Background: an optimization exercise with open tools, aiming at small area, a short achievable clock period and few clock cycles per item. Do not read the settings as production practice.
Function was checked by simulation only, so behaviour that the tests miss may differ from the original.

## main
Design accumulating_pid_controller, start of the top module:
module accumulating_pid_controller (
  input  logic                 clk,
  input  logic                 rst_n,
  input  logic                 in_valid,
  output logic                 in_ready,
  input  logic [89:0]          in_data,
  output logic                 out_valid,
  input  logic                 out_ready,
  output logic [64:0]          out_data,
  input  logic                 cfg_valid,
  output logic                 cfg_ready,
  input  logic [CFG_IDX_W-1:0] cfg_index,
  input  logic [DATA_W-1:0]    cfg_data
);
Size: ~21,000 cells after synthesis.
clock: 13.0 ns
lec_check: 0
cap_margin: 20
core_margin: 2
core_utilization: 50
setup_slack_margin: 5
slew_margin: 20
run.sh (not shown) runs the stock make flow with config.mk's settings and CLKGATE_MAP_FILE= SYNTH_SCRIPT=/design/flow/synth_recipe.tcl, a recipe that flattens the netlist after the stock synthesis.
Testbench counts of main, summed over its fixed seeds: cycles 2,520, items 2,400.
The inputs of the feature branch differ from those of main as listed below.
--- a/flow/design.v
+++ b/flow/design.v
@@ -221,22 +221,15 @@
         3'd4: flo_r <= cfg_data;
         3'd5: cei_r <= cfg_data;
         default: ;
       endcase
     end
   end
-  logic cfg_hold;
   always_ff @(posedge clk) begin
-    if (!rst_n) begin
-      kq       <= '0;
-      cfg_hold <= 1'b0;
-    end else begin
-      kq <= ({14'd0, kdm} << 14) - ({14'd0, kdm} << 10) + ({14'd0, kdm} << 8)
-          + ({14'd0, kdm} << 3) + {14'd0, kdm};
-      cfg_hold <= cfg_valid;
-    end
+    kq <= ({14'd0, kdm} << 14) - ({14'd0, kdm} << 10) + ({14'd0, kdm} << 8)
+        + ({14'd0, kdm} << 3) + {14'd0, kdm};
   end
   logic [NT:1] tv, tu, ts;      
   logic        o_valid;
   logic        adv;
   assign adv = !o_valid || out_ready;
   logic [1:0]  i_op;
@@ -246,13 +239,13 @@
   assign i_op     = in_data[89:88];
   assign i_val    = in_data[87:56];
   assign i_rc     = in_data[55:24];
   assign i_dt     = in_data[23:0];
   assign i_upd    = (i_op == 2'd2) && (i_dt != 24'd0);
   assign busy     = |tv;
-  assign in_ready = adv && !cfg_hold && !((i_op == 2'd2) && tu[1]) && !((i_op == 2'd3) && busy);
+  assign in_ready = adv && !((i_op == 2'd2) && tu[1]) && !((i_op == 2'd3) && busy);
   assign take     = in_valid && in_ready;
   logic [31:0] target_r, meas_r, err_r, errp_r, acc_r;
   logic [31:0] o_ctrl, o_chg;      
   logic        o_skip;
   logic [31:0] rcp;               
   logic        rp;
@@ -380,14 +373,13 @@
       tv <= {tv[NT-1:1], take};
       tu <= {tu[NT-1:1], take && i_upd};
       ts <= {ts[NT-1:1], (i_op == 2'd2) && (i_dt == 24'd0)};
     end
   end
   always_ff @(posedge clk) begin
-    if (!rst_n) kqh <= '0;
-    else kqh <= (adv ? tu[1] : tu[2]) ? kq[45:23] : kq[22:0];
+    kqh <= (adv ? tu[1] : tu[2]) ? kq[45:23] : kq[22:0];
     kih <= (adv ? tu[7] : tu[8]) ? kim[31:16] : kim[15:0];
     kph <= (adv ? tu[7] : tu[8]) ? kpm[31:16] : kpm[15:0];
   end
   always_ff @(posedge clk) begin
     if (!rst_n) begin
       target_r <= '0;
Notes after the runs:
From the feature branch to main, number of clock-tree buffers in the layout did not move at all.
Between the feature branch and main, the sequential portion of the cell area does not differ in any meaningful way.
Diff main -> the feature branch: global-route wire length before repair +about 2.6%; total non-filler cell area in the finished layout went down by 950 um^2.
The feature branch has less setup slack than main.
Aggregate routed wire length, main and the feature branch, higher one = the feature branch.
Looking at main and the feature branch, the final cell count without fillers is a wash.
Fraction of area in multi-input gates for the feature branch: 0.23 points up relative to main
main ended up with pi5[30] as its capture point of the worst path; the feature branch ended up with r4[20].
Comparing the two runs side by side, the feature branch comes out behind main on highest achievable clock rate.
Testbench counts of the feature branch, summed over its fixed seeds: cycles 2,520, items 2,400.


alpha:
accumulating_pid_controller, a different RTL version from the one above (not shown whole).
==> flow/design.v (excerpt) <==
module accumulating_pid_controller (
  input  logic                 clk,
  input  logic                 rst_n,
  input  logic                 in_valid,
  output logic                 in_ready,
  input  logic [89:0]          in_data,
  output logic                 out_valid,
  input  logic                 out_ready,
  output logic [64:0]          out_data,
  input  logic                 cfg_valid,
  output logic                 cfg_ready,
  input  logic [CFG_IDX_W-1:0] cfg_index,
  input  logic [DATA_W-1:0]    cfg_data
);
  localparam int NT = 13;    
  function automatic logic [31:0] mag32(input logic [31:0] x);
    mag32 = x[31] ? (32'd0 - x) : x;
  endfunction
  function automatic logic [31:0] sat_mag(input logic neg, input logic [47:0] m);
    if (neg) begin
      if (m > 48'h0_8000_0000) sat_mag = 32'h8000_0000;
      else sat_mag = 32'd0 - m[31:0];
    end else begin
      if (m > 48'h0_7FFF_FFFF) sat_mag = 32'h7FFF_FFFF;
  ...
clock: 13.0 ns
lec_check: 0
cap_margin: 20
core_margin: 2
core_utilization: 50
setup_slack_margin: 5
slew_margin: 20
Testbench counts of alpha, summed over its fixed seeds: cycles 2,520, items 2,400.
For beta, these inputs were changed with respect to alpha:
--- a/flow/design.v
+++ b/flow/design.v
@@ -95,15 +95,17 @@
     g = t & b;
     p = t ^ b;
     g[0] = t[0] | b[0];
     for (int s = 1; s < 26; s = s * 2) begin
       gn = g;
       pn = p;
-      for (int i = s; i < 26; i++) begin
-        gn[i] = g[i] | (p[i] & g[i-s]);
-        pn[i] = p[i] & p[i-s];
+      for (int i = 0; i < 26; i++) begin
+        if ((i / s) % 2 == 1) begin
+          gn[i] = g[i] | (p[i] & g[(i / s) * s - 1]);
+          pn[i] = p[i] & p[(i / s) * s - 1];
+        end
       end
       g = gn;
       p = pn;
     end
     c = {g[24:0], 1'b1};
     p = t ^ b;
@@ -250,13 +252,13 @@
   assign dif_tv = {{2{target_r[31]}}, target_r} - {{2{i_val[31]}}, i_val};
   assign de     = {err_r[31], err_r} - {errp_r[31], errp_r};
   logic [31:0] e1, e2, e3, e4;
   logic        se1, se2, se3, se4, se5;
   logic        sd1, sd2, sd3, sd4, sd5, sd6;
   logic [23:0] dt1, dt2, dt3, dt4, dt5, dt6;    
-  logic [25:0] d31, d32, d33, d34, d35, d36;    
+  logic [25:0] d32, d33, d34, d35, d36;         
   logic [32:0] dd1;
   logic [56:0] qs1, qc1;
   logic [23:0] ql1;                
   logic [44:0] xl1;
   logic [11:0] xo1;                
   logic [69:0] n2;
@@ -281,13 +283,13 @@
   logic [26*57-1:0] rq;
   logic [113:0]     cq;
   logic [23:0]      lq;
   logic [44:0]      mulx;
   logic [69:0]      nprime;
   logic [57:0]      dv2a, dv2b, dv3a, dv3b, dv4a, dv4b, dv5a, dv5b, dv6a;
-  logic [91:0]      mag2;
+  logic [53:0]      mag2;
   logic [31:0]      ims;
   logic [33:0]      acc_sum;
   logic             a_gt, a_lt;
   logic [33:0]      a_pl, as_neg;
   logic [31:0]      acc_new, am_new;
   logic             ag_new;
@@ -319,17 +321,17 @@
     dv4a = divr4(r4, nq4, dt4, d34);
     dv4b = divr4(dv4a[57:34], dv4a[33:0], dt4, d34);
     dv5a = divr4(r5, nq5, dt5, d35);
     dv5b = divr4(dv5a[57:34], dv5a[33:0], dt5, d35);
     dv6a = divr4(r6, nq6, dt6, d36);
     begin
-      logic [91:0] zh;
-      zh = {47'd0, z2};
-      mag2 = (zh << 45) + (zh << 41) - (zh << 39) + (zh << 36) - (zh << 33) - (zh << 28)
-           - (zh << 24) + (zh << 22) + (zh << 17) - (zh << 15) - (zh << 12) - (zh << 10)
-           - (zh << 5) - (zh << 2);
+      logic [53:0] zz;
+      zz = {9'd0, z2};
+      mag2 = (zz << 7) + (zz << 3) - (zz << 1) + (zz >> 2) - (zz >> 5) - (zz >> 10)
+           - (zz >> 14) + (zz >> 16) + (zz >> 21) - (zz >> 23) - (zz >> 26) - (zz >> 28)
+           - (zz >> 33) - (zz >> 36) + 54'd3;
     end
     if (zo2) ims = se2 ? 32'h8000_0000 : 32'h7FFF_FFFF;
     else if (se2) ims = (q2 > 32'h8000_0000) ? 32'h8000_0000 : q2;
     else ims = (q2 > 32'h7FFF_FFFF) ? 32'h7FFF_FFFF : q2;
     acc_sum = se2 ? ({{2{acc_r[31]}}, acc_r} - {2'd0, ims}) : ({{2{acc_r[31]}}, acc_r} + {2'd0, ims});
     a_gt   = !as3[33] && (as3[32:0] > {2'd0, lim_r});
@@ -417,13 +419,12 @@
       if (take && i_upd) begin
         e1  <= mag32(err_r);
         se1 <= err_r[31];
         dd1 <= de[32] ? (33'd0 - de) : de;
         sd1 <= de[32];
         dt1 <= i_dt;
-        d31 <= {2'd0, i_dt} + {1'b0, i_dt, 1'b0};
         qs1 <= '0;
         qc1 <= '0;
         ql1 <= '0;
         xl1 <= 45'd500000 << 12;
         xo1 <= i_dt[11:0];
       end
@@ -434,18 +435,18 @@
         xo1 <= dt1[23:12];
       end
       if (tu[2]) begin
         n2 <= nprime;
         z2  <= {mulx[38:0], xl1[11:6]};
         zo2 <= (mulx[43:39] != 5'd0);
-        e2 <= e1;  se2 <= se1;  sd2 <= sd1;  dt2 <= ~dt1;  d32 <= ~d31;
+        e2 <= e1;  se2 <= se1;  sd2 <= sd1;  dt2 <= ~dt1;  d32 <= ~({2'd0, dt1} + {1'b0, dt1, 1'b0});
       end
       if (tu[3]) begin
         n2[57:0] <= dv2b;
         ov2 <= (n2[69:58] != 12'd0) || (n2[57:34] >= ~dt2);
-        q2  <= mag2[90:59];
+        q2  <= mag2[52:21];
       end
       if (tu[4]) begin
         {r3, nq3} <= dv2b;  ov3 <= ov2;
         as3 <= acc_sum;
         e3 <= e2;  se3 <= se2;  sd3 <= sd2;  dt3 <= dt2;  d33 <= d32;
       end
==> comparison <==
On final critical-path required period, beta does better than alpha.
Delta (beta minus alpha): sequential share of cell area up 0.89 points; overall die area shows a reduction of 5.1%; number of synthesized register bits down 25.
Summary — total length of routed wires, beta relative to alpha: lower, by about 12%.
Area of the core (beta vs. alpha) decreases by a few percent
Testbench counts of beta, summed over its fixed seeds: cycles 2,520, items 2,400.

static timing again, ports no longer ideal:
Ports are ideal in the flow. The routed layouts listed here were re-timed in OpenROAD. Step 1 (the two cells are an assumption about what drives the block):
set clk [get_ports {clk}]
set_driving_cell -lib_cell sky130_fd_sc_hd__clkbuf_16 $clk
set_driving_cell -lib_cell sky130_fd_sc_hd__buf_2 [delete_from_list [all_inputs] $clk]
Step 2 moves the port delays by t, midway between the first and last clock arrival at a register: inputs arrive t later, outputs are due t later. That takes back most of the time a late clock gives input paths. Slacks: ideal ports / drivers / drivers and shift; pairs: ideal ports / drivers.
run	t, ns	setup slack, ns	worst setup path after step 2	worst slew at a driven data input, ns	pins driven straight from the clock port
main	1.068	5.125 / 5.125 / 4.493	input to register	0.42	1
the feature branch	1.060	5.099 / 5.099 / 4.862	input to register	0.31	1
alpha	1.092	4.998 / 4.998 / 4.975	input to register	0.30	1
beta	1.050	5.087 / 5.087 / 4.412	input to register	0.21	1
After both steps every run listed still meets setup and hold. The setup slack of beta, which loses most, moves by 0.000 ns with the drivers and by -0.675 ns with both steps.
